Background: an optimization exercise with open tools, aiming at small area and a short achievable clock period. Do not read the settings as production practice.
Only simulation tests tie the RTL to the original design; equivalence was not proved.

==> design/flow/design.v <==
package arrmul_pkg;
  typedef enum logic [1:0] {w8 = 2'd0, w16 = 2'd1, w32 = 2'd2, w64 = 2'd3} ww_e;
  localparam logic [4:0] aluadd    = 5'h00;
  localparam logic [4:0] aluwmuleu = 5'h10;
  localparam logic [4:0] aluwmulou = 5'h11;
  localparam logic [4:0] aluwmules = 5'h12;
  localparam logic [4:0] aluwmulos = 5'h13;
  function automatic logic is_wmul(input logic [4:0] op);
    is_wmul = op == aluwmuleu || op == aluwmulou || op == aluwmules || op == aluwmulos;
  endfunction
endpackage
module mul16_lane (
  input  logic [15:0] a,
  input  logic [15:0] b,
  input  logic        sgn,
  input  logic        w16,
  output logic [31:0] p
);
  logic [31:0] a32, row, s, c, maj, kill, corr;
  logic [15:0] alo, ahi;
  logic        neg;
  always_comb begin
    alo = {{8{sgn & a[7]}}, a[7:0]};
    ahi = {{8{sgn & a[15]}}, a[15:8]};
    a32 = {{16{sgn & a[15]}}, a};
    kill = w16 ? 32'h0 : 32'h0001_0000;
    s = '0;
    c = '0;
    corr = '0;
    row = '0;
    maj = '0;
    neg = 1'b0;
    for (int j = 0; j < 16; j++) begin
      row = w16 ? (b[j] ? a32 << j : 32'h0) : j < 8 ? {16'h0, b[j] ? alo << j : 16'h0} : {b[j] ? ahi << (j - 8) : 16'h0, 16'h0};
      neg = sgn && (j == 15 || (!w16 && j == 7));
      row = neg ? ~row & (w16 ? 32'hffff_ffff : j < 8 ? 32'h0000_ffff : 32'hffff_0000) : row;
      corr = neg ? corr | ((!w16 && j == 15) ? 32'h0001_0000 : 32'h1) : corr;
      maj = (s & c) | (s & row) | (c & row);
      s = s ^ c ^ row;
      c = {maj[30:0], 1'b0} & ~kill;
    end
    maj = (s & c) | (s & corr) | (c & corr);
    s = s ^ c ^ corr;
    c = {maj[30:0], 1'b0} & ~kill;
    p = w16 ? s + c : {s[31:16] + c[31:16], s[15:0] + c[15:0]};
  end
endmodule
module arrmul (
  input  logic         clk,
  input  logic         reset,
  input  logic [0:127] reg_A,
  input  logic [0:127] reg_B,
  input  logic [0:1]   ctrl_ww,
  input  logic [0:4]   alu_op,
  output logic [0:127] result
);
  logic        odd, sgn, is16, valid;
  logic [31:0] prod [4];
  logic [0:127] nxt;
  assign odd = alu_op == arrmul_pkg::aluwmulou || alu_op == arrmul_pkg::aluwmulos;
  assign sgn = alu_op == arrmul_pkg::aluwmules || alu_op == arrmul_pkg::aluwmulos;
  assign is16 = ctrl_ww == arrmul_pkg::w16;
  assign valid = arrmul_pkg::is_wmul(alu_op) && (ctrl_ww == arrmul_pkg::w8 || ctrl_ww == arrmul_pkg::w16);
  for (genvar k = 0; k < 4; k++) begin : g_lane
    logic [31:0] xa, xb;
    logic [15:0] a, b;
    assign xa = reg_A[32*k +: 32];
    assign xb = reg_B[32*k +: 32];
    assign a = is16 ? (odd ? xa[15:0] : xa[31:16]) : (odd ? {xa[23:16], xa[7:0]} : {xa[31:24], xa[15:8]});
    assign b = is16 ? (odd ? xb[15:0] : xb[31:16]) : (odd ? {xb[23:16], xb[7:0]} : {xb[31:24], xb[15:8]});
    mul16_lane u_mul (.a(a), .b(b), .sgn(sgn), .w16(is16), .p(prod[k]));
  end
  assign nxt = valid ? {prod[0], prod[1], prod[2], prod[3]} : '0;
  always_ff @(posedge clk or negedge reset) begin
    if (!reset) result <= '0;
    else result <= nxt;
  end
endmodule
==> design/flow/run.sh <==
#!/bin/bash
# synth_recipe.tcl (not shown) runs the flow's synth.tcl, then flattens the netlist and writes it again
# the make line also repeats each setting of config.mk as NAME=value (left out here)
make -C /OpenROAD-flow-scripts/flow DESIGN_CONFIG=/design/flow/config.mk WORK_HOME=/design/flow/orfs CLKGATE_MAP_FILE= SYNTH_SCRIPT=/design/flow/synth_recipe.tcl finish
==> design/flow/config.mk <==
export PLATFORM = sky130hd
export DESIGN_NAME = arrmul
export DESIGN_NICKNAME = arrmul
export VERILOG_FILES = /design/flow/design.v
export SDC_FILE = /design/flow/constraint.sdc
export NUM_CORES = 4
export LEC_CHECK = 0
export CAP_MARGIN = 20
export CORE_MARGIN = 2
export CORE_UTILIZATION = 40
export SLEW_MARGIN = 20
==> design/flow/constraint.sdc <==
create_clock -name core_clock -period 15.0 [get_ports {clk}]
set_input_delay 3.0000 -clock core_clock [delete_from_list [all_inputs] [get_ports {clk}]]
set_output_delay 3.0000 -clock core_clock [all_outputs]
set_load 0.01 [all_outputs]
==> notes.md <==
[final timing paths]
path / cells after the start / slack, ns / endpoint
worst max-delay path: 38 / 0.55 / result[67]$_DFF_PN0_
worst min-delay path: 1 / 2.57 / result[116]$_DFF_PN0_
max in group asynchronous: 2 / 11.20 / result[52]$_DFF_PN0_
min in group core_clock: 4 / 3.25 / result[6]$_DFF_PN0_
[power by group through the flow]
stage	Combinational, mW	Sequential (mW)	Clock [mW]
after floorplan	8.62	0.486	0
after global placement	11.8	0.466	0
after detailed placement	11.9	0.464	0
after CTS	12.1	0.460	0.486
after global routing	13.8	0.465	0.493
final	11.9	0.458	0.463
[metrics by stage]
step	util	TNS (ns)
floorplan	-	0
global placement	0.464	-1.09
detailed placement	0.464	-0.805
CTS	0.469	0
global route	0.470	-0.0132
finish	0.470	0
[metal layers]
metal / GRT usage / vias to the layer above
met2: 0.370 / 797
met1: 0.322 / 19500
met4: 0.0424 / 4
li1: - / 17800
met3: 0.0336 / 67
met5: 0 / -
[layout make-up]
| cell class | instances | area (µm²) | share of cell area |
|---|---|---|---|
| clock inverters | 15 | 164 | 0.00296 |
| repair buffers | 709 | 6500 | 0.117 |
| well taps | 1536 | 1920 | 0.0347 |
| flip-flops and latches | 128 | 3200 | 0.0578 |
| inverters | 562 | 2110 | 0.0381 |
| diodes | 3 | 7.51 | 0.000135 |
| multi-input cells | 4336 | 41100 | 0.741 |
| clock buffers | 17 | 425 | 0.00767 |
[cells in the final DEF (no fill, tap or decap), types with 11 or more instances in the layout]
master	count
nand2_1	1127
fa_1	984
ha_1	568
inv_1	558
nor2_1	411
clkdlybuf4s50_1	390
buf_4	300
a21oi_1	180
xnor2_1	156
dfrtp_1	128
o21ai_0	92
a31oi_1	84
a21o_1	78
and2_1	73
nor2b_1	60
nand3_1	57
nor3_1	56
and3_1	49
o21a_1	38
xor2_1	34
mux2i_1	27
nand2b_1	21
a211oi_1	21
o21bai_1	17
clkbuf_16	17
a31oi_2	16
buf_12	16
nand4_1	15
a21oi_2	13
or3_1	12
or2_2	11
[critical path: cells and delay by family]
kind	cells	cell delay [ns]
compound gates	5	1.25
xor+xnor	1	0.10
fa+ha+maj	18	7.87
buf+inv	8	1.51
simple gates	6	1.05
[kinds of logic (layout without fill, tap and decap cells)]
family / after synthesis / after routing / synth area share
muxes: 27 / 27 / 0.00567
buffers and inverters: 847 / 1303 / 0.0719
adders and majority gates: 1552 / 1552 / 0.562
DFF: 128 / 128 / 0.0672
AOI/OAI and AO/OA: 627 / 627 / 0.0860
other: 0 / 3 / 0
and+or+nand+nor: 1939 / 1939 / 0.172
xor gates and xnor gates: 191 / 191 / 0.0353
==> impl_metrics.toml <==
[status]
status = "finished clean"

[layout]
fin_cells = 7306
syn2layout_area_growth_pct = 16.4
final_area_um2 = 55500
top_register = "result"
final_net_count = 7571
drive_gt1_frac = 0.0739
reg_top3 = "result: 128 flops"
fillers = 11500
largest_register_ffs = 128

[grt]
grt_usage = 0.227
gr-total-overflow = 0
antenna_found_initial = 5
grt_max_degree = 89
grt_pass1_vias = 39600
grt_pass1_wl_um = 217000

[clocking]
clk_pin_slew_ns = 0.07
cts_root_buf = "clkbuf_16"
h-tree-depth = 4
tritoncts = "built"
cts_buffers = 17
cts.path.max_buffers = 2
cts.sinks = 128
ctsResizeCount = 0
holdBufCountCts = 0
postCtsSetupRepairBufs = 0

[pwr]
ir_worst_vdd_mv = 0.229
p_int_mw = 5.92
power_switching_mw = 6.91
combPwrFrac = 0.928
seqPwrFrac = 0.036
power_leakage_nw = 23.9
clkPwrFrac = 0.036
power_mw = 12.8
p_sw_frac = 0.539
p_per_area_nw_per_um2 = 231

[worst_setup_path]
cp.arrival_ns = 14.83
startpoint_type = "input port"
path_max_fanout = 25
required_ns = 15.38
crit_path_frequent_cell = "fa_1"
setup.worst_path.end_class = "flop"
worst_path_max_delay_cell = "clkdlybuf4s50_1"
critical-path-max-stage-delay_ns = 0.52
crit_type = "input port to flop"
crit_start = "alu_op[0]"

[route]
drtIter0Drc = 1991
drc = 0
routed.top_layer = "met5"
vias_per_cell = 5.22
wl_per_cell_um = 18.3
wl_met2_um = 62200
dr_total_vias = 38200
routed_wl_um = 133000
antenna_left = 0
dr.pass1.iters = 7
wl_met1_um = 61800
wl_met3_um = 7570

[synthesis]
yosysTopAreaCell = "fa_1"
yosys_warnings = 3
synth.most_common_cell = "nand2_1"
synth_nets = 7128
synth_cell_types = 77
ys_top_cells_by_area = "fa_1 (41%), ha_1 (15%), nand2_1 (8.9%)"
ys_seq_elements = 128
netlist_instances = 5311
synth_edf_count = 0
avgSynthCellArea_um2 = 8.97
synth_area_um2 = 47700
synth_top_area_frac = 0.413
synth-main-ff-cell = "dfrtp_1"
ys_top_cells_by_count = "nand2_1 (1131), fa_1 (984), ha_1 (568)"
ys_seq_area_frac = 0.0672
async_flop_share = 1.00

[sta]
fin_crit_ns = 14.45
max_slew.worst_pin.slew_ns = 0.988
setup_viol = 0
holdWs_ns = 2.57
max_freq_mhz = 69.2
slew_violations = 0
slew_headroom = 0.334
setup_ws_ns = 0.549
min_period_over_period = 0.963
hold_viol = 0

[min_path]
hold_path_class = "input port to async pin"

[floorplanning]
rows = 126
core_area_um2 = 118000
die_height_um = 349
chipWidth_um = 349
die_area_um2 = 122000
start_util = 0.404
pin_count = 393

[placement]
dpl_cell_area_um2 = 54800
dpl.cell_count = 7271
io_buffer_count = 392
dp_worst_setup_slack_ns = -0.277
dpl.hpwl_um = 115000
routabilityCongestion = 0.925

[job]
maxCapViolations = 0

-- port drivers added, routing unchanged --
How much do the figures lean on ideal ports? The routed layout below was timed once more, with nothing changed but the port constraints.
Step 1, drivers: a clkbuf_16 drives clk and a buf_2 each remaining input, both assumed.
Step 2 moves the port delays by t, midway between the first and last clock arrival at a register: inputs arrive t later, outputs are due t later. That takes back most of the time a late clock gives input paths.
Slacks: no drivers / after step 1 / after step 2; pairs: no drivers / after step 1.
shift t [ns]: 0.597
setup WS [ns]: 0.549 / 0.588 / -0.008
hold WS [ns]: 2.571 / 2.548 / 3.144
cell pins on the clock port's net: 1
With both steps, setup timing fails in this run, where it was met with ideal ports. The setup slack of this run moves by +0.039 ns with the drivers and by -0.557 ns with both steps.
